From an optimization exercise on the open Yosys and OpenROAD flow, aimed at small area, a short achievable clock period and few clock cycles per item; shortcuts taken in it are not production practice.
Function was checked by simulation only, so behaviour that the tests miss may differ from the original.

==> flow/design.v (outline; a module is shown in full before it is edited, if it fits) <==
// module rv64m_mul_sequencer: 2690 lines
// module mul_bsel: 10 lines
// module mul_fa: 10 lines
// module mul_add_r: 660 lines
// module mul_add_f: 2266 lines
// module mul_inv: 6 lines
// module mul_nand2: 7 lines
// module mul_nor2: 7 lines
// module mul_xor2: 7 lines
// module mul_xnor2: 7 lines
// module mul_aoi21: 8 lines
// module mul_oai21: 8 lines
// module mul_ao21: 8 lines
module rv64m_mul_sequencer (
  input  logic          clk,
  input  logic          rst_n,
  input  logic          flush,
  input  logic          in_valid,
  output logic          in_ready,
  input  logic [1:0]    in_op,
  input  logic          in_word,
  input  logic [63:0]   in_rs1,
  input  logic [63:0]   in_rs2,
  output logic          out_valid,
  input  logic          out_ready,
  output logic [63:0]   out_result,
  output logic [127:0]  out_product,
  output logic          busy
);
  // ...
==> flow/run.sh <==
#!/bin/bash
# synth_recipe.tcl (not shown) runs the flow's synth.tcl, then flattens the netlist and writes it again
# the make line also repeats each setting of config.mk as NAME=value (left out here)
make -C /OpenROAD-flow-scripts/flow DESIGN_CONFIG=/design/flow/config.mk WORK_HOME=/design/flow/orfs CLKGATE_MAP_FILE= SYNTH_SCRIPT=/design/flow/synth_recipe.tcl finish
==> flow/config.mk <==
export PLATFORM = sky130hd
export DESIGN_NAME = rv64m_mul_sequencer
export DESIGN_NICKNAME = rv64m_mul_sequencer
export VERILOG_FILES = /design/flow/design.v
export SDC_FILE = /design/flow/constraint.sdc
export NUM_CORES = 4
export LEC_CHECK = 0
export CAP_MARGIN = 20
export CORE_MARGIN = 10
export CORE_UTILIZATION = 55
export SETUP_SLACK_MARGIN = 5
export SLEW_MARGIN = 20
export SYNTH_HIERARCHICAL = 1
export SYNTH_MINIMUM_KEEP_SIZE = 0
==> flow/constraint.sdc <==
create_clock -name core_clock -period 11.0 [get_ports {clk}]
set_input_delay 2.2000 -clock core_clock [delete_from_list [all_inputs] [get_ports {clk}]]
set_output_delay 2.2000 -clock core_clock [all_outputs]
set_load 0.01 [all_outputs]
==> results.sh, run 1 <==
export IMPL_cts_buffers=48
export IMPL_slew_violations=0
export IMPL_diodes=5
export IMPL_post_cts_resize_count=112
export IMPL_cts_tree="done"
export IMPL_drv_cap=0
export IMPL_setup_viol=0
export IMPL_outcome="timing/DRC/antenna clean"
export IMPL_register_area_um2=10200
export IMPL_cp_data_required_time_ns=8.80
export IMPL_dr_max_layer_used="met5"
export IMPL_viasPerCell=6.82
export IMPL_period_share_pct=55.4
export IMPL_wl_mm=295
export IMPL_crit_type="reg -> out"
export IMPL_slowest_delay_ns=0.53
export IMPL_core_um2=124000
export IMPL_cp_startpoint="acc_s[0]$_DFFE_PP_"
export IMPL_hold_depth=2
export IMPL_gp_congestion=0.971
export IMPL_regMostFlops="acc_c"
export IMPL_n_fill_cell=10200
export IMPL_clock_path_buffers=3
export IMPL_dpl_cell_area_um2=74300
export IMPL_ant_nets=0
export IMPL_netlist_instances=6059
export IMPL_postCtsSetupBuffers=58
Testbench counts, summed over its fixed seeds: cycles 9,608, items 3,200.
==> run 2: changes to the inputs <==
==> flow/flow/run.sh (new file) <==
#!/bin/bash
# The standard layout (standard.sh, all of ORFS from synthesis to the final
# DEF) with three changes to how the layout is made:
#  - the port buffers are buf_2 cells (the default picks a slow delay cell);
#  - at the end of floorplan, flow/downsize.tcl gives every logic cell its
#    smallest drive strength, so that repair sizes up only what needs it;
#  - timing repair aims for 6.2 ns more setup slack than the clock needs.
# ORFS's own logs stay under orfs/logs; make's output goes to standard.log.
set -euo pipefail
here=$(pwd)
bash standard.sh \
  "BUFFER_PORTS_ARGS=-buffer_cell sky130_fd_sc_hd__buf_2" \
  "POST_FLOORPLAN_TCL=$here/flow/downsize.tcl" \
  SETUP_SLACK_MARGIN=6.2 \
  finish > standard.log 2>&1
==> flow/flow/downsize.tcl (new file) <==
# Runs at the end of ORFS's floorplan step (POST_FLOORPLAN_TCL): gives every
# logic cell the smallest drive strength of its kind. The later repair steps
# (repair_design, repair_timing) size up what timing, slew and load need.
set dont [split $::env(DONT_USE_CELLS)]
set smallest [dict create]
set n 0
foreach inst [get_cells *] {
  set ref [get_property $inst ref_name]
  if {![regexp {^(sky130_fd_sc_hd__[a-z0-9]+)_([0-9]+)$} $ref -> base drv]} { continue }
  if {[regexp {tap|conb|fill|decap|clk|dly} $base]} { continue }
  if {![dict exists $smallest $base]} {
    set best ""
    set ba 1e9
    foreach lc [get_lib_cells ${base}_*] {
      set nm [get_name $lc]
      if {![regexp "^${base}_\[0-9\]+\$" $nm]} { continue }
      if {[lsearch -exact $dont $nm] >= 0} { continue }
      set a [get_property $lc area]
      if {$a < $ba} { set ba $a; set best $nm }
    }
    dict set smallest $base $best
  }
  set best [dict get $smallest $base]
  if {$best ne "" && $best ne $ref} {
    replace_cell $inst $best
    incr n
  }
}
puts "downsize.tcl: $n cells given their smallest drive strength"
==> flow/standard.sh (new file) <==
#!/bin/bash
# synth_recipe.tcl (not shown) runs the flow's synth.tcl, then flattens the netlist and writes it again
# the make line also repeats each setting of config.mk as NAME=value (left out here)
make -C /OpenROAD-flow-scripts/flow DESIGN_CONFIG=/design/flow/config.mk WORK_HOME=/design/flow/orfs CLKGATE_MAP_FILE= SYNTH_SCRIPT=/design/flow/synth_recipe.tcl "${@:-finish}"
--- a/flow/config.mk
+++ b/flow/config.mk
@@ -10,3 +10,2 @@
 export CORE_UTILIZATION = 55
-export SETUP_SLACK_MARGIN = 5
 export SLEW_MARGIN = 20
removed: flow/run.sh
==> run 2 against run 1 <==
Net effect:
- clock skew grew 0.013 ns
- critical path depth is the same
- worst hold slack improved by 0.0051 ns
- routed wire length is 1.1% lower
- clock-buffer cell count is 1 higher
- utilization is 4.4 points lower
- synthesized cell count unchanged
- sequential share of layout area grew 0.92 points
- critical endpoint is now out_result[38]
==> results.sh, run 2 <==
export IMPL_syn_area_um2=69100
export IMPL_final_cell_mix="xnor2_1, fa_1, a22oi_1, nand2_1, inv_1"
export IMPL_port_buffers=330
export IMPL_crit_chain="nor2_1 > o21ai_2 > a21oi_4 > o21ai_4 > a21oi_4 > buf_8 > o21ai_0 > inv_1 > o21ai_4 > buf_12 > buf_16 > a21oi_4 > xnor2_4 > a21o_1 > buf_6"
export IMPL_drt_pass1_iter_count=9
export IMPL_overflow=0
export IMPL_layout_commonest_cell="xnor2_1"
export IMPL_grtUsageTotal_pct=39.6
export IMPL_cp_start_kind="flip-flop"
export IMPL_cp_data_required_time_ns=8.80
export IMPL_holdBufCountCts=0
export IMPL_worst_skew_pair_late_latency_ns=0.71
export IMPL_fin_area_um2=72500
export IMPL_ff2ff_setup_slack_ns=6.17
export IMPL_reg_top3="acc_c x66, acc_s x65, a_q x64"
export IMPL_synthToLayoutAreaGrowth_pct=4.92
export IMPL_largest_reg_flops=66
export IMPL_critPathSlowestCell="edfxtp_1"
export IMPL_setup_viol=0
export IMPL_regMostFlops="acc_c"
export IMPL_synth_warnings=7
export IMPL_finalHoldViolCount=0
export IMPL_worstSetupPathDepth=15
export IMPL_outcome="timing/DRC/antenna clean"
export IMPL_grt_max_degree=170
export IMPL_dieArea_um2=140000
export IMPL_cp_max_fo=7
export IMPL_slew_limit_headroom_pct=25.7
export IMPL_reg2reg_from="neg[5]$_DFF_P_"
export IMPL_path_clk_slew_ns=0.06
export IMPL_register_area_um2=10200
export IMPL_end_kind="output pin"
export IMPL_fp_dieW_um=374
export IMPL_worstMarginPinSlew_ns=1.11
export IMPL_crit_buf_inv=5
export IMPL_fp_row_count=129
export IMPL_max_clock_freq_mhz=175
export IMPL_dieHeight_um=374
export IMPL_drc_errors=0
export IMPL_n_fill_cell=10600
export IMPL_grt_busiest_layer="met2"
export IMPL_grt_pass1_wl_mm=408
export IMPL_fin_crit_ns=5.72
export IMPL_grt_util_met2_pct=59.5
export IMPL_layout_cells_non_filler=8266
export IMPL_slew_violations=0
export IMPL_num_vias=56700
export IMPL_ios=331
export IMPL_endpoint="out_result[38]"
export IMPL_drive_gt1_share_pct=15.2
export IMPL_grt_pass1_vias=58600
export IMPL_r2r_cells=8
export IMPL_arrival_ns=3.52
export IMPL_cp_startpoint="acc_s[0]$_DFFE_PP_"
export IMPL_syn_area_per_cell_um2=11.4
export IMPL_gp_congestion=0.925
export IMPL_ant_nets=0
export IMPL_cts_sinks=351
export IMPL_crit_top_cell="a21oi_4"
export IMPL_dp_cells=7964
export IMPL_antenna_found_initial=15
export IMPL_avgRoutedWirePerCell_um=35.3
export IMPL_finalClockSkew_ns=0.0490
export IMPL_start_util_pct=55.6
export IMPL_h_tree_depth=2
export IMPL_hold_path_class="reg -> reg"
export IMPL_crit_family="compound AO/OA/AOI/OAI gates"
export IMPL_multi_input_area_um2=51600
export IMPL_rsz0062_at_grt="yes"
export IMPL_drtIter0Drc=8306
export IMPL_period_share_pct=52.0
export IMPL_nNetsFinal=7874
export IMPL_dpl_cell_area_um2=66700
export IMPL_wl_mm=292
export IMPL_cts_tree="done"
export IMPL_tns_ns=0
export IMPL_rr_endpoint="acc_c[32]$_DFFE_PP_"
export IMPL_cts_buffers=48
export IMPL_netlist_instances=6059
export IMPL_slowest_delay_ns=0.42
export IMPL_met1_usage_pct=46.5
export IMPL_hpwl_mm=176
export IMPL_core_um2=124000
export IMPL_drv_cap=0
export IMPL_viasPerCell=6.86
export IMPL_crit_type="reg -> out"
export IMPL_grtUsageMet3_pct=15.7
export IMPL_clock_path_buffers=3
export IMPL_root_buffer="clkbuf_16"
==> run 2: timing repair <==
item                                    4_1_cts  5_1_grt
gates cloned                                  5        4
pin swaps                                    55       39
resized for setup                           268      239
buffers inserted                            127       70
endpoints found under the setup margin      269      233
==> run 2: cell type report <==
type,instances,area share [%]
Clock buffer,60,1.79
Antenna cell,5,0.0173
Clock inverter,30,0.468
Sequential cell,351,14.0
Timing Repair Buffer,697,8.04
Inverter,336,1.74
Multi-Input combinational cell,5150,71.1
Tap cell,1637,2.82
==> run 2: worst min-delay path: stages (launching register included) <==
cell and delay [ns]:
dfxtp_1 0.33, a21oi_1 0.12, nor2_1 0.04
==> run 2: layer usage <==
layer | wire length [µm] | up-vias | share of wire (%)
met3 | 42700 | 1703 | 15
met4 | 26000 | 14 | 8.9
met2 | 125000 | 5009 | 43
met1 | 98400 | 28000 | 34
met5 | 254 | - | 0.087
li1 | - | 22000 | -
==> run 2: how the worst min path moves through the flow <==
| stage | start | endpoint | slack, ns | cells after the start |
|---|---|---|---|---|
| 2_1_floorplan | active$_SDFFE_PP0P_ | active$_SDFFE_PP0P_ | 0.46 | 2 |
| 3_3_place_gp | active$_SDFFE_PP0P_ | active$_SDFFE_PP0P_ | 0.49 | 2 |
| 3_5_place_dp | active$_SDFFE_PP0P_ | active$_SDFFE_PP0P_ | 0.49 | 2 |
| 4_1_cts | active$_SDFFE_PP0P_ | active$_SDFFE_PP0P_ | 0.51 | 2 |
| 5_1_grt | active$_SDFFE_PP0P_ | active$_SDFFE_PP0P_ | 0.58 | 2 |
| 6_report | active$_SDFFE_PP0P_ | active$_SDFFE_PP0P_ | 0.54 | 2 |
==> run 2: per-stage QoR <==
stage | worst slack, ns | hold WS (ns) | utilization, %
2_1_floorplan | 5.56 | 0.459 | -
4_1_cts | 5.36 | 0.507 | 56.9
6_report | 5.28 | 0.535 | 58.3
3_3_place_gp | 4.20 | 0.487 | 53.7
3_5_place_dp | 4.15 | 0.492 | 53.7
5_1_grt | 5.22 | 0.579 | 58.3
==> run 3: changes to the inputs <==
--- a/flow/flow/run.sh
+++ b/flow/flow/run.sh
@@ -6,3 +6,3 @@
 #    smallest drive strength, so that repair sizes up only what needs it;
-#  - timing repair aims for 6.2 ns more setup slack than the clock needs.
+#  - timing repair aims for 6.15 ns more setup slack than the clock needs.
 # ORFS's own logs stay under orfs/logs; make's output goes to standard.log.
@@ -13,3 +13,3 @@
   "POST_FLOORPLAN_TCL=$here/flow/downsize.tcl" \
-  SETUP_SLACK_MARGIN=6.2 \
+  SETUP_SLACK_MARGIN=6.15 \
   finish > standard.log 2>&1
--- a/flow/config.mk
+++ b/flow/config.mk
@@ -9,3 +9,3 @@
 export CORE_MARGIN = 10
-export CORE_UTILIZATION = 55
+export CORE_UTILIZATION = 70
 export SLEW_MARGIN = 20
@@ -13 +13,2 @@
 export SYNTH_MINIMUM_KEEP_SIZE = 0
+export TNS_END_PERCENT = 0
==> run 3 against run 2 <==
Net effect:
- non-clock buffer count fell by 83
- via count barely moved
- area after synthesis unchanged
- routed wire length down 8.1%
- worst hold slack got worse by 0.042 ns
- sequential share of layout area rose by 0.53 points
- synthesized cell count unchanged
- critical endpoint is now acc_c[31]$_DFFE_PP_
- final area down 4.0%
- fmax is 0.90% higher
- first-iteration DRC count up 7.5%
==> results.sh, run 3 <==
export IMPL_outcome="timing/DRC/antenna clean"
export IMPL_holdBufCountCts=0
export IMPL_drive_gt1_share_pct=13.2
export IMPL_hold_path_class="reg -> reg"
export IMPL_synth_warnings=7
export IMPL_arrival_ns=6.04
export IMPL_root_buffer="clkbuf_16"
export IMPL_gp_congestion=0.988
export IMPL_port_buffers=330
export IMPL_dieArea_um2=112000
export IMPL_h_tree_depth=2
export IMPL_start_util_pct=70.4
export IMPL_fp_dieW_um=334
export IMPL_wl_mm=268
export IMPL_drt_met1_wl_mm=86.9
export IMPL_hold_depth=2
export IMPL_path_clk_slew_ns=0.06
export IMPL_reg2reg_from="two[10]$_DFF_P_"
export IMPL_end_kind="flip-flop"
export IMPL_wl_met3_mm=42.8
export IMPL_netlist_instances=6059
export IMPL_clock_path_buffers=3
export IMPL_reg_top3="acc_c x66, acc_s x65, a_q x64"
export IMPL_grt_pass1_vias=59000
export IMPL_cp_start_kind="flip-flop"
export IMPL_syn_area_per_cell_um2=11.4
export IMPL_post_route_util_pct=70.9
export IMPL_worst_skew_pair_late_latency_ns=0.69
export IMPL_n_fill_cell=7515
export IMPL_ios=331
export IMPL_cts_buffers=44
export IMPL_layout_commonest_cell="xnor2_1"
export IMPL_holdWs_ns=0.494
export IMPL_num_vias=56800
export IMPL_ff2ff_setup_slack_ns=5.33
export IMPL_rr_endpoint="acc_c[31]$_DFFE_PP_"
export IMPL_overflow=0
export IMPL_cp_max_fo=47
export IMPL_synthToLayoutAreaGrowth_pct=0.741
export IMPL_fin_crit_ns=5.67
export IMPL_regMostFlops="acc_c"
export IMPL_drc_errors=0
export IMPL_slew_limit_headroom_pct=14.2
export IMPL_dieHeight_um=334
export IMPL_setup_viol=0
export IMPL_tns_ns=0
export IMPL_crit_type="reg -> reg"
export IMPL_grtUsageTotal_pct=47.2
export IMPL_grt_max_degree=89
export IMPL_dp_cells=7604
export IMPL_route_met2_wl_mm=112
export IMPL_drt_pass1_iter_count=9
export IMPL_drv_cap=0
export IMPL_antenna_found_initial=13
export IMPL_max_clock_freq_mhz=176
export IMPL_rsz0062_at_grt="yes"
export IMPL_finalHoldViolCount=0
export IMPL_dr_max_layer_used="met5"
export IMPL_layout_cells_non_filler=7826
export IMPL_ant_nets=0
export IMPL_slew_violations=0
export IMPL_drtIter0Drc=8932
export IMPL_finalClockSkew_ns=0.0505
export IMPL_avgRoutedWirePerCell_um=34.3
export IMPL_worstMarginPinSlew_ns=1.29
export IMPL_final_cell_mix="xnor2_1, fa_1, a22oi_1, nand2_1, inv_1"
export IMPL_period_share_pct=51.6
export IMPL_syn_area_um2=69100
export IMPL_cp_data_required_time_ns=11.37
export IMPL_grt_pass1_wl_mm=388
export IMPL_cp_startpoint="two[10]$_DFF_P_"
export IMPL_cts_sinks=351
export IMPL_largest_reg_flops=66
export IMPL_r2r_cells=9
export IMPL_core_um2=98100
export IMPL_nNetsFinal=7787
export IMPL_fp_row_count=115
export IMPL_hpwl_mm=170
export IMPL_viasPerCell=7.25
export IMPL_cts_tree="done"
export IMPL_endpoint="acc_c[31]$_DFFE_PP_"
==> run 3: changes by cell type in the layout (fill, tap and decap cells not counted), moves of 9 or more <==
cell     change
o21ai_1      -9
buf_2       +21
a21oi_1     +10
buf_4       +22
buf_8       -26
dfxtp_4     -13
buf_12      -45
o21ai_0     +20
xnor2_2     -10
buf_6       -38
a21oi_4     -13
dfxtp_2     +13
buf_16      -12
xnor2_1     +13
==> run 3: worst max-delay path, stage by stage, from the launching register on <==
cell	delay, ns
dfxtp_2	0.95
buf_4	0.80
a22oi_1	0.22
xnor2_1	0.21
fa_1	0.59
fa_1	0.44
fa_1	0.48
fa_1	0.43
fa_1	0.54
fa_1	0.52
==> run 3: through the flow <==
stage	area, µm²	setup slack, ns
finish	69600	5.33
global route	69600	5.28
CTS	69200	5.56
detailed placement	66200	4.79
global placement	66200	4.86
floorplan	69200	4.34
==> run 3: how the worst min path moves through the flow <==
| stage | endpoint | startpoint |
|---|---|---|
| after global placement | active$_SDFFE_PP0P_ | active$_SDFFE_PP0P_ |
| after detailed placement | active$_SDFFE_PP0P_ | active$_SDFFE_PP0P_ |
| after floorplan | active$_SDFFE_PP0P_ | active$_SDFFE_PP0P_ |
| after CTS | active$_SDFFE_PP0P_ | active$_SDFFE_PP0P_ |
| after global routing | active$_SDFFE_PP0P_ | active$_SDFFE_PP0P_ |
| final | active$_SDFFE_PP0P_ | active$_SDFFE_PP0P_ |
==> run 3: per-layer routing <==
layer	track usage, %	vias to the layer above
met4	35.4	10
met2	68.9	5648
met1	55.5	27500
li1	-	21800
met3	19.4	1858
met5	0.133	-
==> run 3: layout make-up <==
type | instances | area [µm²] | area share [%]
Clock buffer | 56 | 1190 | 1.71
Antenna cell | 8 | 20.0 | 0.0288
Multi-Input combinational cell | 5150 | 51200 | 73.5
Tap cell | 1287 | 1610 | 2.31
Timing Repair Buffer | 614 | 3940 | 5.66
Inverter | 336 | 1260 | 1.82
Clock inverter | 24 | 279 | 0.401
Sequential cell | 351 | 10100 | 14.5
==> run 3: what timing repair did <==
action	CTS	global route
setup endpoints to repair	261	274
buffers inserted	109	19
endpoints found under the hold margin	0	0
cloned	5	0
pin swaps	49	13
gates resized for setup	156	61
==> run 4: changes to the inputs <==
--- a/flow/config.mk
+++ b/flow/config.mk
@@ -9,3 +9,3 @@
 export CORE_MARGIN = 10
-export CORE_UTILIZATION = 70
+export CORE_UTILIZATION = 55
 export SLEW_MARGIN = 20
==> run 4 against run 3 <==
Net effect:
- fmax hardly changed
- die area grew 26%
- sequential cell count is the same
- setup slack worse by 0.0056 ns
- worst hold slack got worse by 0.037 ns
- sequential share of layout area fell by 0.16 points
==> results.sh, run 4 <==
export IMPL_outcome="timing/DRC/antenna clean"
export IMPL_worstMarginPinSlew_ns=1.23
export IMPL_synth_warnings=7
export IMPL_cts_buffers=47
export IMPL_arrival_ns=3.48
export IMPL_syn_area_um2=69100
export IMPL_viasPerCell=6.82
export IMPL_max_clock_freq_mhz=176
export IMPL_gp_congestion=0.952
export IMPL_port_buffers=330
export IMPL_holdBufCountCts=0
export IMPL_synthToLayoutAreaGrowth_pct=1.91
export IMPL_n_fill_cell=10900
export IMPL_ant_nets=0
export IMPL_grt_pass1_vias=57800
export IMPL_dp_cells=7955
export IMPL_reg_top3="acc_c x66, acc_s x65, a_q x64"
export IMPL_avgRoutedWirePerCell_um=34.6
export IMPL_cts_sinks=351
export IMPL_num_vias=55900
export IMPL_setup_viol=0
export IMPL_holdWs_ns=0.457
export IMPL_drv_cap=0
export IMPL_cp_startpoint="acc_c[39]$_DFFE_PP_"
export IMPL_syn_area_per_cell_um2=11.4
export IMPL_largest_reg_flops=66
export IMPL_worstHoldStart="cnt$_SDFFE_PP0P_"
export IMPL_cp_max_fo=8
export IMPL_rsz0062_at_grt="yes"
export IMPL_path_clk_slew_ns=0.07
export IMPL_grt_max_degree=78
export IMPL_fin_crit_ns=5.68
export IMPL_drtIter0Drc=8010
export IMPL_final_cell_mix="xnor2_1, fa_1, a22oi_1, nand2_1, inv_1"
export IMPL_worst_skew_pair_late_latency_ns=0.70
export IMPL_finalHoldViolCount=0
export IMPL_cp_start_kind="flip-flop"
export IMPL_hpwl_mm=178
export IMPL_netlist_instances=6059
export IMPL_fp_dieW_um=374
export IMPL_dieArea_um2=140000
export IMPL_reg2reg_from="neg[10]$_DFF_P_"
export IMPL_hold_path_class="reg -> reg"
export IMPL_core_um2=124000
export IMPL_layout_commonest_cell="xnor2_1"
export IMPL_nNetsFinal=7812
export IMPL_clock_path_buffers=3
export IMPL_drive_gt1_share_pct=13.9
export IMPL_ios=331
export IMPL_overflow=0
export IMPL_antenna_found_initial=9
export IMPL_wl_mm=284
export IMPL_cts_tree="done"
export IMPL_post_route_util_pct=56.7
export IMPL_grtUsageTotal_pct=39.2
export IMPL_end_kind="output pin"
export IMPL_slew_limit_headroom_pct=17.9
export IMPL_period_share_pct=51.6
export IMPL_crit_type="reg -> out"
export IMPL_dieHeight_um=374
export IMPL_drt_pass1_iter_count=7
export IMPL_cp_data_required_time_ns=8.80
export IMPL_grt_pass1_wl_mm=404
export IMPL_layout_cells_non_filler=8199
export IMPL_tns_ns=0
export IMPL_fp_row_count=129
export IMPL_start_util_pct=55.6
export IMPL_drc_errors=0
export IMPL_h_tree_depth=2
export IMPL_regMostFlops="acc_c"
export IMPL_root_buffer="clkbuf_16"
export IMPL_finalClockSkew_ns=0.0549
export IMPL_slew_violations=0
==> run 4: through the flow <==
step	area [µm²]	setup WS (ns)
floorplan	69200	4.34
detailed placement	66600	4.38
global placement	66600	4.48
finish	70400	5.32
CTS	69400	5.47
global route	70400	5.28
==> run 4: area by class of cell <==
cell class	count	area [µm²]	area share (%)
Tap cell	1637	2050	2.91
Inverter	336	1260	1.79
Sequential cell	351	10100	14.4
Multi-Input combinational cell	5150	51200	72.7
Antenna cell	3	7.51	0.0107
Clock inverter	33	437	0.620
Clock buffer	53	1200	1.70
Timing Repair Buffer	636	4170	5.92
==> run 4: worst max-delay path, cell delays in order, from the launching register on <==
cell      delay [ns]
edfxtp_1        0.47
nor2_1          0.12
nor2_2          0.30
nand2_1         0.29
nor2_2          0.30
a21oi_4         0.11
buf_12          0.16
buf_6           0.17
o21ai_0         0.36
a21oi_4         0.07
xnor2_2         0.16
a21o_1          0.15
buf_2           0.13
==> run 4: what timing repair did <==
| item | CTS | global route |
|---|---|---|
| cloned | 3 | 2 |
| pin swaps | 38 | 30 |
| resized for setup | 129 | 94 |
| setup buffers | 80 | 68 |
| endpoints found under the setup margin | 271 | 276 |
==> run 4: routing by layer <==
layer / up-vias / global-route usage (%) / routed length (µm)
li1: 21800 / - / -
met3: 1533 / 15.5 / 42600
met4: 12 / 23.9 / 22200
met5: - / 0.103 / 72
met2: 4859 / 58.9 / 121000
met1: 27700 / 47.0 / 97900
==> run 4: final timing paths <==
kind	cells past startpoint	end	slack, ns
worst min-delay path	1	iter$_SDFF_PP0_	0.46
worst min register to register	1	iter$_SDFF_PP0_	0.46
worst max register to register	8	acc_c[28]$_DFFE_PP_	5.40
worst max-delay path	12	out_result[50]	5.32
==> run 5: changes to the inputs <==
--- a/flow/flow/downsize.tcl
+++ b/flow/flow/downsize.tcl
@@ -29 +29,6 @@
 puts "downsize.tcl: $n cells given their smallest drive strength"
+
+# Nets with many loads (the Booth digit registers drive a whole row each) get
+# buffer trees in repair_design rather than one long chain.
+set_max_fanout 16 [current_design]
+puts "downsize.tcl: max fanout 16 for repair_design"
==> run 5 against run 4 <==
Net effect:
- register-to-register slack about the same
- area after synthesis unchanged
- via count down 1.4%
- non-clock buffer count up 247
- clock-buffer cell count down 5
- sequential cell count unchanged
- routed wire length down 2.8%
- critical endpoint is now out_result[62]
==> results.sh, run 5 <==
export IMPL_finalHoldViolCount=0
export IMPL_port_buffers=330
export IMPL_start_util_pct=55.6
export IMPL_path_clk_slew_ns=0.06
export IMPL_dieArea_um2=140000
export IMPL_fp_row_count=129
export IMPL_cp_data_required_time_ns=8.80
export IMPL_holdWs_ns=0.518
export IMPL_syn_area_per_cell_um2=11.4
export IMPL_ant_nets=0
export IMPL_avgRoutedWirePerCell_um=32.7
export IMPL_drc_errors=0
export IMPL_worstMarginPinSlew_ns=1.30
export IMPL_end_kind="output pin"
export IMPL_overflow=0
export IMPL_period_share_pct=51.2
export IMPL_drive_gt1_share_pct=16.5
export IMPL_slew_violations=0
export IMPL_tns_ns=0
export IMPL_cp_start_kind="flip-flop"
export IMPL_netlist_instances=6059
export IMPL_hold_depth=2
export IMPL_layout_commonest_cell="xnor2_1"
export IMPL_cts_sinks=351
export IMPL_reg_top3="acc_c x66, acc_s x65, a_q x64"
export IMPL_dieHeight_um=374
export IMPL_max_clock_freq_mhz=178
export IMPL_layout_cells_non_filler=8441
export IMPL_grtUsageTotal_pct=38.3
export IMPL_rsz0062_at_grt="yes"
export IMPL_synth_warnings=7
export IMPL_grt_max_degree=17
export IMPL_cts_buffers=45
export IMPL_setup_viol=0
export IMPL_outcome="timing/DRC/antenna clean"
export IMPL_nNetsFinal=8057
export IMPL_r2r_cells=10
export IMPL_worstHoldStart="active$_SDFFE_PP0P_"
export IMPL_drv_cap=0
export IMPL_num_vias=55100
export IMPL_dp_cells=8242
export IMPL_grt_pass1_wl_mm=397
export IMPL_layout_setup_ws_ns=5.37
export IMPL_cp_max_fo=16
export IMPL_clock_path_buffers=3
export IMPL_synthToLayoutAreaGrowth_pct=4.70
export IMPL_hpwl_mm=214
export IMPL_slew_limit_headroom_pct=13.3
export IMPL_gp_congestion=1.02
export IMPL_fp_dieW_um=374
export IMPL_finalClockSkew_ns=0.0683
export IMPL_core_um2=124000
export IMPL_hold_path_class="reg -> reg"
export IMPL_wl_mm=276
export IMPL_viasPerCell=6.53
export IMPL_syn_area_um2=69100
export IMPL_regMostFlops="acc_c"
export IMPL_reg2reg_from="two[15]$_DFF_P_"
export IMPL_holdPathEnd="active$_SDFFE_PP0P_"
export IMPL_ff2ff_setup_slack_ns=5.39
export IMPL_largest_reg_flops=66
export IMPL_dp_slack_ns=3.86
export IMPL_rr_endpoint="acc_c[14]$_DFFE_PP_"
export IMPL_holdBufCountCts=0
export IMPL_antenna_found_initial=11
export IMPL_h_tree_depth=2
export IMPL_crit_type="reg -> out"
export IMPL_grt_pass1_vias=57300
export IMPL_arrival_ns=3.43
export IMPL_ios=331
export IMPL_root_buffer="clkbuf_16"
export IMPL_worst_skew_pair_late_latency_ns=0.69
export IMPL_drt_pass1_iter_count=9
export IMPL_cts_tree="done"
export IMPL_drtIter0Drc=7353
export IMPL_final_cell_mix="xnor2_1, fa_1, a22oi_1, buf_4, nand2_1"
export IMPL_fin_crit_ns=5.63
==> run 5: cell types whose count changed in the layout (fill, tap and decap cells not counted), sizes merged, moves of 3 or more <==
cell      delta
buf        +248
clkbuf       -6
clkinvlp     +5
bufinv       -3
==> run 5: worst max-delay path: stages (launching register included) <==
cell and delay (ns):
edfxtp_1 0.44, nor2_1 0.15, inv_1 0.09, a21oi_4 0.20
o21ai_4 0.09, buf_6 0.13, a21oi_4 0.15, o21ai_2 0.07
buf_6 0.15, buf_4 0.22, a21oi_1 0.38, xnor2_2 0.20
nand2_1 0.11, nand2_1 0.09, a21o_1 0.18, buf_2 0.13
==> run 5: repair_timing <==
item                       CTS  global route
resized for setup          178           108
pin swaps                   42            31
gates cloned                 2             1
setup endpoints to repair  272           280
buffers inserted            45            67
==> run 5: cell type report <==
type                            count  area, µm²
Fill cell                       10800      51900
Sequential cell                   351      10000
Clock inverter                     35        402
Tap cell                         1637       2050
Antenna cell                        1       2.50
Inverter                          336       1260
Clock buffer                       48       1150
Timing Repair Buffer              883       6050
Multi-Input combinational cell   5150      51400
==> run 5: metal layers <==
layer	wire (µm)	GRT usage, %	vias up	share of wire, %
met4	22200	24.2	8	8.0
met5	57	0	-	0.021
met1	98200	46.4	27600	36
li1	-	-	22300	-
met2	124000	60.6	4029	45
met3	31700	9.96	1189	11
==> run 5: per-stage QoR <==
| stage | utilization [%] | cell area [µm²] |
|---|---|---|
| 2_1_floorplan | - | 69200 |
| 3_3_place_gp | 55.2 | 68600 |
| 3_5_place_dp | 55.2 | 68600 |
| 4_1_cts | 57.4 | 71300 |
| 5_1_grt | 58.2 | 72300 |
| 6_report | 58.2 | 72300 |
==> run 5: worst max-delay path by stage <==
| stage | startpoint | endpoint | slack (ns) | cells after the start |
|---|---|---|---|---|
| 2_1_floorplan | lo_c[0]$_DFFE_PP_ | out_result[39] | 4.34 | 12 |
| 3_3_place_gp | lo_c[0]$_DFFE_PP_ | out_result[63] | 3.87 | 17 |
| 3_5_place_dp | lo_c[0]$_DFFE_PP_ | out_result[56] | 3.86 | 17 |
| 4_1_cts | lo_s[0]$_DFFE_PP_ | out_result[63] | 5.37 | 17 |
| 5_1_grt | lo_c[0]$_DFFE_PP_ | out_result[62] | 5.26 | 15 |
| 6_report | lo_c[0]$_DFFE_PP_ | out_result[62] | 5.37 | 15 |
==> run 6: changes to the inputs <==
--- a/flow/flow/run.sh
+++ b/flow/flow/run.sh
@@ -6,3 +6,3 @@
 #    smallest drive strength, so that repair sizes up only what needs it;
-#  - timing repair aims for 6.15 ns more setup slack than the clock needs.
+#  - timing repair aims for 5.9 ns more setup slack than the clock needs.
 # ORFS's own logs stay under orfs/logs; make's output goes to standard.log.
@@ -13,3 +13,3 @@
   "POST_FLOORPLAN_TCL=$here/flow/downsize.tcl" \
-  SETUP_SLACK_MARGIN=6.15 \
+  SETUP_SLACK_MARGIN=5.9 \
   finish > standard.log 2>&1
--- a/flow/flow/downsize.tcl
+++ b/flow/flow/downsize.tcl
@@ -29,6 +29 @@
 puts "downsize.tcl: $n cells given their smallest drive strength"
-
-# Nets with many loads (the Booth digit registers drive a whole row each) get
-# buffer trees in repair_design rather than one long chain.
-set_max_fanout 16 [current_design]
-puts "downsize.tcl: max fanout 16 for repair_design"
==> run 6 against run 5 <==
Net effect:
- clock-buffer cell count grew 5
- final area decreased by 2.7%
- cell count down 2.9%
- fmax decreased by 0.89%
- register-to-register slack about the same
- sequential share of layout area increased by 0.54 points
- synthesized cell count did not move
==> results.sh, run 6 <==
export IMPL_ios=331
export IMPL_start_util_pct=55.6
export IMPL_holdWs_ns=0.457
export IMPL_max_clock_freq_mhz=176
export IMPL_port_buffers=330
export IMPL_num_vias=55900
export IMPL_clock_path_buffers=3
export IMPL_drt_pass1_iter_count=7
export IMPL_avgRoutedWirePerCell_um=34.6
export IMPL_rsz0062_at_grt="yes"
export IMPL_largest_reg_flops=66
export IMPL_drv_cap=0
export IMPL_r2r_cells=8
export IMPL_arrival_ns=3.48
export IMPL_syn_area_um2=69100
export IMPL_layout_commonest_cell="xnor2_1"
export IMPL_cts_tree="done"
export IMPL_outcome="timing/DRC/antenna clean"
export IMPL_grt_pass1_wl_mm=404
export IMPL_hpwl_mm=178
export IMPL_hold_depth=1
export IMPL_finalHoldViolCount=0
export IMPL_cp_max_fo=8
export IMPL_synthToLayoutAreaGrowth_pct=1.91
export IMPL_cp_data_required_time_ns=8.80
export IMPL_antenna_found_initial=9
export IMPL_final_cell_mix="xnor2_1, fa_1, a22oi_1, nand2_1, inv_1"
export IMPL_dieHeight_um=374
export IMPL_setup_viol=0
export IMPL_crit_type="reg -> out"
export IMPL_end_kind="output pin"
export IMPL_worst_skew_pair_late_latency_ns=0.70
export IMPL_fp_row_count=129
export IMPL_worstHoldStart="cnt$_SDFFE_PP0P_"
export IMPL_grt_pass1_vias=57800
export IMPL_holdPathEnd="iter$_SDFF_PP0_"
export IMPL_root_buffer="clkbuf_16"
export IMPL_finalClockSkew_ns=0.0549
export IMPL_worstMarginPinSlew_ns=1.23
export IMPL_syn_area_per_cell_um2=11.4
export IMPL_rr_endpoint="acc_c[28]$_DFFE_PP_"
export IMPL_ant_nets=0
export IMPL_nNetsFinal=7812
export IMPL_hold_path_class="reg -> reg"
export IMPL_dieArea_um2=140000
export IMPL_dp_slack_ns=4.38
export IMPL_synth_warnings=7
export IMPL_reg_top3="acc_c x66, acc_s x65, a_q x64"
export IMPL_fp_dieW_um=374
export IMPL_cp_start_kind="flip-flop"
export IMPL_path_clk_slew_ns=0.07
export IMPL_cts_sinks=351
export IMPL_regMostFlops="acc_c"
export IMPL_fin_crit_ns=5.68
export IMPL_drive_gt1_share_pct=13.9
export IMPL_netlist_instances=6059
export IMPL_viasPerCell=6.82
export IMPL_wl_mm=284
export IMPL_n_fill_cell=10900
export IMPL_grtUsageTotal_pct=39.2
export IMPL_ff2ff_setup_slack_ns=5.40
export IMPL_slew_limit_headroom_pct=17.9
export IMPL_cts_buffers=47
export IMPL_gp_congestion=0.952
export IMPL_drtIter0Drc=8010
export IMPL_period_share_pct=51.6
export IMPL_reg2reg_from="neg[10]$_DFF_P_"
export IMPL_overflow=0
export IMPL_core_um2=124000
export IMPL_h_tree_depth=2
export IMPL_layout_setup_ws_ns=5.32
export IMPL_tns_ns=0
export IMPL_drc_errors=0
export IMPL_slew_violations=0
export IMPL_grt_max_degree=78
export IMPL_post_route_util_pct=56.7
==> run 6: final cells by class <==
cell class | instances | area (µm²) | area share, %
Timing Repair Buffer | 636 | 4170 | 5.92
Clock buffer | 53 | 1200 | 1.70
Sequential cell | 351 | 10100 | 14.4
Inverter | 336 | 1260 | 1.79
Clock inverter | 33 | 437 | 0.620
Tap cell | 1637 | 2050 | 2.91
Antenna cell | 3 | 7.51 | 0.0107
Multi-Input combinational cell | 5150 | 51200 | 72.7
==> run 6: worst max-delay path, cell delays in order (launching register included) <==
cell	delay, ns
edfxtp_1	0.47
nor2_1	0.12
nor2_2	0.30
nand2_1	0.29
nor2_2	0.30
a21oi_4	0.11
buf_12	0.16
buf_6	0.17
o21ai_0	0.36
a21oi_4	0.07
xnor2_2	0.16
a21o_1	0.15
buf_2	0.13
==> run 6: worst max-delay path by stage <==
| stage | to | cells past startpoint | slack [ns] | start |
|---|---|---|---|---|
| after global placement | out_result[33] | 15 | 4.48 | lo_c[0]$_DFFE_PP_ |
| after global routing | out_result[50] | 13 | 5.28 | acc_s[36]$_DFFE_PP_ |
| after CTS | out_result[37] | 17 | 5.47 | lo_c[8]$_DFFE_PP_ |
| after floorplan | out_result[39] | 12 | 4.34 | lo_c[0]$_DFFE_PP_ |
| after detailed placement | out_result[33] | 15 | 4.38 | lo_c[0]$_DFFE_PP_ |
| final | out_result[50] | 12 | 5.32 | acc_c[39]$_DFFE_PP_ |
==> run 6: timing repair <==
action / 4_1_cts / 5_1_grt
hold buffers: 0 / 0
setup buffers: 80 / 68
cloned: 3 / 2
setup endpoints to repair: 256 / 254
pin swaps: 38 / 30
gates resized for setup: 129 / 94
==> run 6: metrics by stage <==
stage | cells | area (µm²)
5_1_grt | 8196 | 70400
3_3_place_gp | 7955 | 66600
6_report | 8199 | 70400
2_1_floorplan | 6069 | 69200
4_1_cts | 8124 | 69400
3_5_place_dp | 7955 | 66600
==> run 6: per-layer routing <==
metal  vias up  part of all wire (%)  global-route usage, %
li1      21800                     -                      -
met1     27700                    34                   47.0
met2      4859                    43                   58.9
met3      1533                    15                   15.5
met4        12                   7.8                   23.9
met5         -                 0.025                  0.103
==> run 7: changes to the inputs <==
==> flow/flow/run.sh (replaced) <==
#!/bin/bash
# The standard layout (standard.sh, all of ORFS from synthesis to the final
# DEF) with three changes to how the layout is made:
#  - the port buffers are buf_1 cells (the default picks a slow delay cell);
#  - at the end of floorplan, flow/downsize.tcl gives every logic cell its
#    smallest drive strength, so that repair sizes up only what needs it;
#  - timing repair aims for 6.15 ns more setup slack than the clock needs.
# ORFS's own logs stay under orfs/logs; make's output goes to standard.log.
set -euo pipefail
here=$(pwd)
bash standard.sh \
  "BUFFER_PORTS_ARGS=-buffer_cell sky130_fd_sc_hd__buf_1" \
  "POST_FLOORPLAN_TCL=$here/flow/downsize.tcl" \
  SETUP_SLACK_MARGIN=6.15 \
  finish > standard.log 2>&1
==> run 7 against run 6 <==
Net effect:
- still clean
- fmax decreased by 0.35%
- first-iteration DRC count decreased by 2.3%
- critical path type is now reg -> reg
- highest routed layer unchanged
==> results.sh, run 7 <==
export IMPL_dieArea_um2=140000
export IMPL_grt_pass1_vias=57800
export IMPL_drt_pass1_iter_count=7
export IMPL_cts_sinks=351
export IMPL_gp_congestion=0.949
export IMPL_drtIter0Drc=7822
export IMPL_fp_dieW_um=374
export IMPL_final_cell_mix="xnor2_1, fa_1, a22oi_1, nand2_1, inv_1"
export IMPL_synthToLayoutAreaGrowth_pct=0.741
export IMPL_slew_violations=0
export IMPL_antenna_found_initial=7
export IMPL_cts_tree="done"
export IMPL_drive_gt1_share_pct=8.53
export IMPL_outcome="timing/DRC/antenna clean"
export IMPL_crit_chain="buf_4 > a22oi_1 > xnor2_1 > fa_1 > fa_1 > fa_1 > fa_1 > fa_1 > fa_1"
export IMPL_core_um2=124000
export IMPL_grt_pass1_wl_mm=402
export IMPL_dieHeight_um=374
export IMPL_hold_path_class="reg -> reg"
export IMPL_root_buffer="clkbuf_16"
export IMPL_worstMarginPinSlew_ns=1.24
export IMPL_layout_commonest_cell="xnor2_1"
export IMPL_reg2reg_from="one[15]$_DFF_P_"
export IMPL_largest_reg_flops=66
export IMPL_critPathSlowestCell="dfxtp_2"
export IMPL_port_buffers=330
export IMPL_syn_area_per_cell_um2=11.4
export IMPL_setup_viol=0
export IMPL_hpwl_mm=176
export IMPL_synth_warnings=7
export IMPL_crit_buf_inv=1
export IMPL_slew_limit_headroom_pct=17.1
export IMPL_ant_nets=0
export IMPL_crit_family="adder cells"
export IMPL_drv_cap=0
export IMPL_start_util_pct=55.6
export IMPL_ios=331
export IMPL_cp_startpoint="one[15]$_DFF_P_"
export IMPL_period_share_pct=51.8
export IMPL_overflow=0
export IMPL_max_clock_freq_mhz=175
export IMPL_rsz0062_at_grt="yes"
export IMPL_crit_type="reg -> reg"
export IMPL_num_vias=55900
export IMPL_wl_mm=280
export IMPL_n_fill_cell=11100
export IMPL_cp_data_required_time_ns=11.35
export IMPL_drc_errors=0
export IMPL_worst_skew_pair_late_latency_ns=0.70
export IMPL_tns_ns=0
export IMPL_regMostFlops="acc_c"
export IMPL_worstHoldStart="cnt$_SDFFE_PP0P_"
export IMPL_fin_crit_ns=5.70
export IMPL_finalClockSkew_ns=0.0487
export IMPL_netlist_instances=6059
export IMPL_syn_area_um2=69100
export IMPL_clock_path_buffers=3
export IMPL_arrival_ns=6.05
export IMPL_cp_start_kind="flip-flop"
export IMPL_h_tree_depth=2
export IMPL_viasPerCell=6.83
export IMPL_avgRoutedWirePerCell_um=34.2
export IMPL_reg_top3="acc_c x66, acc_s x65, a_q x64"
export IMPL_finalHoldViolCount=0
export IMPL_grt_max_degree=97
export IMPL_path_clk_slew_ns=0.07
export IMPL_end_kind="flip-flop"
export IMPL_crit_top_cell="fa_1"
export IMPL_fp_row_count=129
export IMPL_grtUsageTotal_pct=38.8
export IMPL_nNetsFinal=7796
export IMPL_cts_buffers=48
export IMPL_slowest_delay_ns=1.09
export IMPL_cp_max_fo=45
==> run 7: final cells by class <==
type / instances / area, µm² / area share (%)
Multi-Input combinational cell: 5150 / 50900 / 73.1
Antenna cell: 2 / 5.00 / 0.00719
Tap cell: 1637 / 2050 / 2.94
Timing Repair Buffer: 619 / 3630 / 5.21
Clock buffer: 59 / 1270 / 1.83
Clock inverter: 28 / 364 / 0.523
Sequential cell: 351 / 10100 / 14.5
Inverter: 336 / 1260 / 1.82
==> run 7: timing repair <==
action | in CTS | in global routing
gates cloned | 2 | 1
gates resized for setup | 103 | 93
hold buffers | 0 | 0
buffers inserted | 67 | 58
endpoints found under the hold margin | 0 | 0
pin swaps | 30 | 31
setup endpoints to repair | 267 | 270
==> run 7: routing by layer <==
layer | wire, µm | part of all wire (%) | GRT usage, % | vias up
li1 | - | - | - | 21800
met2 | 121000 | 43 | 59.1 | 4870
met4 | 21100 | 7.5 | 22.7 | 10
met1 | 98100 | 35 | 47.8 | 27800
met3 | 39600 | 14 | 13.0 | 1451
met5 | 65 | 0.023 | 0 | -
==> run 7: worst paths after layout <==
kind / end / slack, ns / depth (start not counted)
worst min-delay path: iter$_SDFF_PP0_ / 0.46 / 1
worst max-delay path: acc_c[32]$_DFFE_PP_ / 5.30 / 9
worst max register to register: acc_c[32]$_DFFE_PP_ / 5.30 / 9
worst min register to register: iter$_SDFF_PP0_ / 0.46 / 1
==> run 7: worst register-to-register path, cell delays in order (launching register included) <==
cell	delay (ns)
dfxtp_2	1.09
buf_4	0.77
a22oi_1	0.27
xnor2_1	0.20
fa_1	0.62
fa_1	0.44
fa_1	0.43
fa_1	0.48
fa_1	0.42
fa_1	0.64
==> run 7: through the flow <==
stage | cell area (µm²) | utilization [%] | hold WS [ns] | setup slack (ns) | instances
floorplan | 69200 | - | 0.459 | 4.34 | 6069
global placement | 66300 | 53.3 | 0.444 | 4.29 | 7963
detailed placement | 66300 | 53.3 | 0.447 | 4.24 | 7963
CTS | 68800 | 55.4 | 0.458 | 5.35 | 8119
global route | 69600 | 56.0 | 0.477 | 5.19 | 8180
finish | 69600 | 56.0 | 0.464 | 5.30 | 8182

re-timing with driven ports:
How much do the figures lean on ideal ports? The routed layouts below were timed once more, with nothing changed but the port constraints. Step 1 assumes that a clkbuf_16 drives the clock port and a buf_2 every other input. Step 2 also shifts input and output timing later by t, the mid clock arrival at the registers, as if the neighbouring blocks saw the same clock. Three values: no drivers, after step 1, after step 2; two values: the first two.
run | shift t [ns] | setup slack, ns | worst setup path at the end | worst register clock-pin slew, ns | pins driven straight from the clock port
run 1 | 0.733 | 4.903 / 4.825 / 5.131 | input to output | 0.08 / 0.08 | 1
run 2 | 0.758 | 5.276 / 5.204 / 5.963 | register to output | 0.07 / 0.07 | 1
run 3 | 0.738 | 5.327 / 5.320 / 5.327 | register to register | 0.08 / 0.08 | 1
run 4 | 0.743 | 5.321 / 5.246 / 5.398 | register to register | 0.08 / 0.08 | 1
run 5 | 0.738 | 5.372 / 5.289 / 5.393 | register to register | 0.07 / 0.07 | 1
run 6 | 0.743 | 5.321 / 5.246 / 5.398 | register to register | 0.08 / 0.08 | 1
run 7 | 0.748 | 5.302 / 5.244 / 5.302 | register to register | 0.07 / 0.07 | 1
After both steps every run listed still meets setup and hold.
